This design comes from an exercise in tuning for small area and a short achievable clock period on the open sky130 flow, not from production work. Function was not checked in any run shown here: the RTL went through the layout flow alone. Power figures rest on the tool's default switching activity, not on a simulated workload.

==> flow/design.v (outline; a module is shown in full before it is edited, if it fits) <==
// module conv_energy_tree: 1683 lines
// module conv_fa: 10 lines
// module conv_xnor: 7 lines
// module conv_ha: 9 lines
// module conv_or: 7 lines
// module conv_energy_cmp: 618 lines
// module conv_xor: 7 lines
// module conv_nor: 7 lines
// module conv_peak_detect: 111 lines
module conv_peak_detect
#(
  parameter int unsigned MAX_LEN = 8,
  parameter int unsigned IDX_W   = 4
) (
  input  logic                  clk,
  input  logic                  rst,
  input  logic                  in_valid,
  input  logic [2*conv_pkg::SAMPLE_W-1:0] in_data,
  output logic                  out_valid,
  output conv_pkg::energy_t        out_peak,
  output logic [IDX_W-1:0]      out_idx,
  output logic [IDX_W-1:0]      out_len,
  output logic                  out_ovf,
  output logic                  out_err
);
  // ...
==> flow/flow/run.sh <==
#!/bin/bash
set -euo pipefail
export BUFFER_PORTS_ARGS="-buffer_cell sky130_fd_sc_hd__buf_1"
export CTS_ARGS="-sink_clustering_enable -repair_clock_nets -sink_clustering_size 22 -sink_clustering_max_diameter 80 -dont_use_dummy_load"
bash standard.sh > standard.log 2>&1
==> flow/standard.sh <==
#!/bin/bash
# synth_recipe.tcl (not shown) runs the flow's synth.tcl, then flattens the netlist and writes it again
# the make line also repeats each setting of config.mk as NAME=value (left out here)
make -C /OpenROAD-flow-scripts/flow DESIGN_CONFIG=/design/flow/config.mk WORK_HOME=/design/flow/orfs CLKGATE_MAP_FILE= SYNTH_SCRIPT=/design/flow/synth_recipe.tcl "${@:-finish}"
==> flow/config.mk <==
export PLATFORM = sky130hd
export DESIGN_NAME = conv_peak_detect
export DESIGN_NICKNAME = conv_peak_detect
export VERILOG_FILES = /design/flow/design.v
export SDC_FILE = /design/flow/constraint.sdc
export NUM_CORES = 4
export LEC_CHECK = 0
export ABC_CLOCK_PERIOD_IN_PS = 4000
export CAP_MARGIN = 20
export CORE_MARGIN = 2
export CORE_UTILIZATION = 40
export CTS_CLUSTER_DIAMETER = 80
export CTS_CLUSTER_SIZE = 22
export PLACE_DENSITY = 0.6
export SETUP_SLACK_MARGIN = 3.8
export SLEW_MARGIN = 20
export SYNTH_HIERARCHICAL = 1
export SYNTH_MINIMUM_KEEP_SIZE = 0
==> flow/constraint.sdc <==
create_clock -name core_clock -period 7.5 [get_ports {clk}]
set_input_delay 1.5000 -clock core_clock [delete_from_list [all_inputs] [get_ports {clk}]]
set_output_delay 1.5000 -clock core_clock [all_outputs]
set_load 0.01 [all_outputs]
==> results.json, run 1 <==
{
  "grt_pass1_vias": 10700,
  "crit_slowest_cell": "fa_2",
  "whs_path_depth": 0,
  "setup_viol": 0,
  "p_total_uw": 5440,
  "wl_per_cell_um": 19.4,
  "multi_input_area_mm2": 0.0104,
  "cp.depth": 8,
  "cap_violations": 0,
  "tap_cells": 525,
  "antenna_found_initial": 0,
  "maxPowerGroup": "combinational logic",
  "hold_buffers": 0,
  "fin_crit_sh_pct": 48.5,
  "reg2reg_depth": 8,
  "htreeDepth": 4,
  "fin_area_mm2": 0.0168,
  "power.share.clock_pct": 14.0,
  "layout_common_cells": "fa_1 (302), nand2_1 (285), dfxtp_1 (134), nor2_1 (100), buf_1 (84)",
  "num-multi-input-gates": 1036,
  "io-pin-count": 86,
  "seqPwrFrac_pct": 32.2,
  "die_area_mm2": 0.0414,
  "seq_area_mm2": 0.00449,
  "clk_share_pct": 2.53,
  "wl_met1_um": 16800,
  "met2_usage_pct": 29.5,
  "seq_share_pct": 26.7,
  "timing.hold.ws_ps": 330,
  "status": "complete, no violations",
  "cp.required_ps": 7840,
  "fin_util_pct": 42.6,
  "final_hold_viol_count": 0,
  "area_delta_synth_final_pct": 5.81,
  "path_max_fanout": 9
}
==> inputs of run 2 (changes only) <==
--- a/flow/config.mk
+++ b/flow/config.mk
@@ -14,3 +14,3 @@
 export PLACE_DENSITY = 0.6
-export SETUP_SLACK_MARGIN = 3.8
+export SETUP_SLACK_MARGIN = 3.85
 export SLEW_MARGIN = 20
==> run 2 against run 1 <==
Net effect: critical path depth fell by 1; worst hold slack hardly changed; clock skew rose by 2.0 ps; synthesized area unchanged; still clean on timing, DRC and antenna; via count is 1.8% higher; design area grew 2.5%; highest routed layer unchanged; combinational power up 2%; sequential power about the same.
==> results.json, run 2 <==
{
  "final_common_cell": "fa_1",
  "cp.required_ps": 7900,
  "htreeDepth": 4,
  "slew_headroom_pct": 46.3,
  "seqPwrFrac_pct": 31.8,
  "nNetsFinal": 1822,
  "leakage_uw": 0.00626,
  "startpoint": "d1[23]",
  "io-pin-count": 86,
  "drtIter0Drc": 658,
  "path_max_fanout": 9,
  "regToRegEndpoint": "hs2_n[17]",
  "cts-root-buf": "clkbuf_16",
  "rsz0062_at_grt": "yes",
  "syn_nets": 1779,
  "clockBufferDepth": 2,
  "skew_ps": 20.9,
  "cap_violations": 0,
  "cp_cell_sequence": "nand2_1 -> fa_1 -> fa_1 -> fa_1 -> fa_1 -> fa_1 -> fa_2",
  "drc": 0,
  "multi_input_area_mm2": 0.0104,
  "io_buffers": 85,
  "row_count": 73,
  "largest_registers": "d1 x36, max_e x36, out_peak x36",
  "layout_common_cells": "fa_1 (291), nand2_1 (285), dfxtp_1 (133), nor2_1 (100), buf_1 (84)",
  "reg2reg_setup_slack_ps": 3900,
  "grt.overflow.total": 0,
  "final_layout_size_suffix_gt1_share_pct": 11.4,
  "diodes": 0,
  "slew_viol_final": 0,
  "crit_type": "register to register",
  "grt_max_degree": 52,
  "clock_sinks": 200,
  "period_needed_ps": 3600,
  "crit_top_cell": "fa_1",
  "netlist_instances": 1409,
  "ir_worst_vdd_mv": 0.142,
  "die_h_um": 203,
  "end_kind": "register",
  "fin_crit_sh_pct": 48.0,
  "clock_latency_ps": 470,
  "gp_congestion": 0.853,
  "grt_pass1_vias": 10800,
  "initial_utilization_pct": 40.3,
  "cts_buffers": 17,
  "startpoint_type": "register",
  "die_w_um": 203,
  "fmax_mhz": 278,
  "grt_pass1_wl_um": 59700,
  "rr_startpoint": "d1[23]",
  "viasPerCell": 5.09,
  "internal_power_uw": 3260,
  "avgSynthCellArea_um2": 11.3,
  "grt.total_usage_pct": 19.1,
  "synthesis.area_mm2": 0.0159,
  "power.share.clock_pct": 13.9,
  "seq_area_mm2": 0.00449,
  "antenna_found_initial": 0,
  "cpPeakStageDelay_ps": 600,
  "setup_viol": 0,
  "crit_slowest_cell": "fa_2",
  "p_switching_uw": 2250,
  "fillCellCount": 3746,
  "area_delta_synth_final_pct": 8.47,
  "worstPathArrival_ps": 4000,
  "tns_ps": 0,
  "worst_pin_slew_ps": 805,
  "cts_tree": "done",
  "wl_per_cell_um": 19.7,
  "hold_path_class": "register to register",
  "ys_warn_count": 7,
  "clkSlewWorstSetupHoldPaths_ps": 70,
  "die_area_mm2": 0.0414,
  "status": "complete, no violations",
  "power_density_mw_per_mm2": 319,
  "hold_buffers": 0,
  "reg2reg_depth": 7,
  "p_sw_share_pct": 40.8,
  "final_hold_viol_count": 0,
  "core-area_mm2": 0.0395,
  "antenna_left": 0,
  "wirelength_um": 39000,
  "pwr-share-comb_pct": 54.3,
  "vias": 10100,
  "drt-pass1-iter-count": 5,
  "crit_end": "hs2_n[17]",
  "p_total_uw": 5510,
  "dp.final_hpwl_um": 26800
}
[run 2: cell type report]
cell class,instances,share of cell area (%)
multi-input cells,1037,60.4
flip-flops and latches,200,26.0
well taps,525,3.81
inverters,28,0.609
clock buffers,17,2.47
repair buffers,168,6.69
[run 2: how the worst min path moves through the flow]
stage	from	endpoint	slack, ps	cells past startpoint
floorplan	f1	f2	310	0
global placement	f1	f2	310	0
detailed placement	f1	f2	310	0
CTS	f1	f2	330	0
global route	f1	f2	340	0
finish	f1	f2	330	0
[run 2: through the flow]
stage	setup WS [ps]	hold WS (ps)	util, %	cell area [µm²]	std cells
6_report	3900	330	43.7	17200	1975
5_1_grt	3820	337	43.7	17200	1975
4_1_cts	3820	333	42.0	16600	1916
3_5_place_dp	3240	314	40.3	15900	1884
3_3_place_gp	3290	314	40.3	15900	1884
2_1_floorplan	3860	310	-	15900	1409
[run 2: repair_timing]
action,CTS,global route
setup buffers,14,56
cloned,1,2
pin swaps,1,7
resized for setup,56,47
endpoints found under the setup margin,73,53
[run 2: layer usage]
metal	track usage, %	share of wire [%]	vias up
li1	-	-	4459
met1	25.3	43	5143
met2	30.0	46	392
met3	5.42	7.6	57
met4	6.99	2.5	0
met5	0	0	-
[run 2: power by group through the flow]
| stage | combinational (µW) | clock [µW] | sequential, µW |
|---|---|---|---|
| after floorplan | 2890 | 0 | 1680 |
| after global placement | 2770 | 0 | 1800 |
| after detailed placement | 2870 | 0 | 1800 |
| after CTS | 2900 | 800 | 1770 |
| after global routing | 3410 | 840 | 1790 |
| final | 2990 | 767 | 1750 |
[run 2: worst max-delay path, delay by kind of cell (launching register included)]
kind | cells | cell delay (ps)
flops | 1 | 440
simple gates | 1 | 110
fa+ha+maj | 6 | 3000

[re-timing with driven ports]
The flow's constraints put no driver on any port. The routed layouts listed below were extracted and timed again, unchanged, in two steps. Step 1 sets driving cells, clkbuf_16 on the clock port and buf_2 on the other inputs (assumed; they add their load-dependent delay and slew). Step 2 adds t to the input delays and takes it off the output delays; t is the mean of the earliest and latest rising clock arrival at the registers after step 1. Input paths then give back, and output paths get back, about the clock's delay inside the block. Slacks: ideal / step 1 / step 2; pairs: ideal / step 1.
run	shift t [ns]	setup slack, ns	hold slack, ns	latest minus earliest clock arrival (ns)	pins driven straight from the clock port
run 1	0.508	3.859 / 3.859 / 3.859	0.330 / 0.330 / 0.330	0.019 / 0.019	1
run 2	0.517	3.897 / 3.897 / 3.897	0.330 / 0.330 / 0.330	0.022 / 0.022	1
After both steps setup and hold are still met in every run listed.
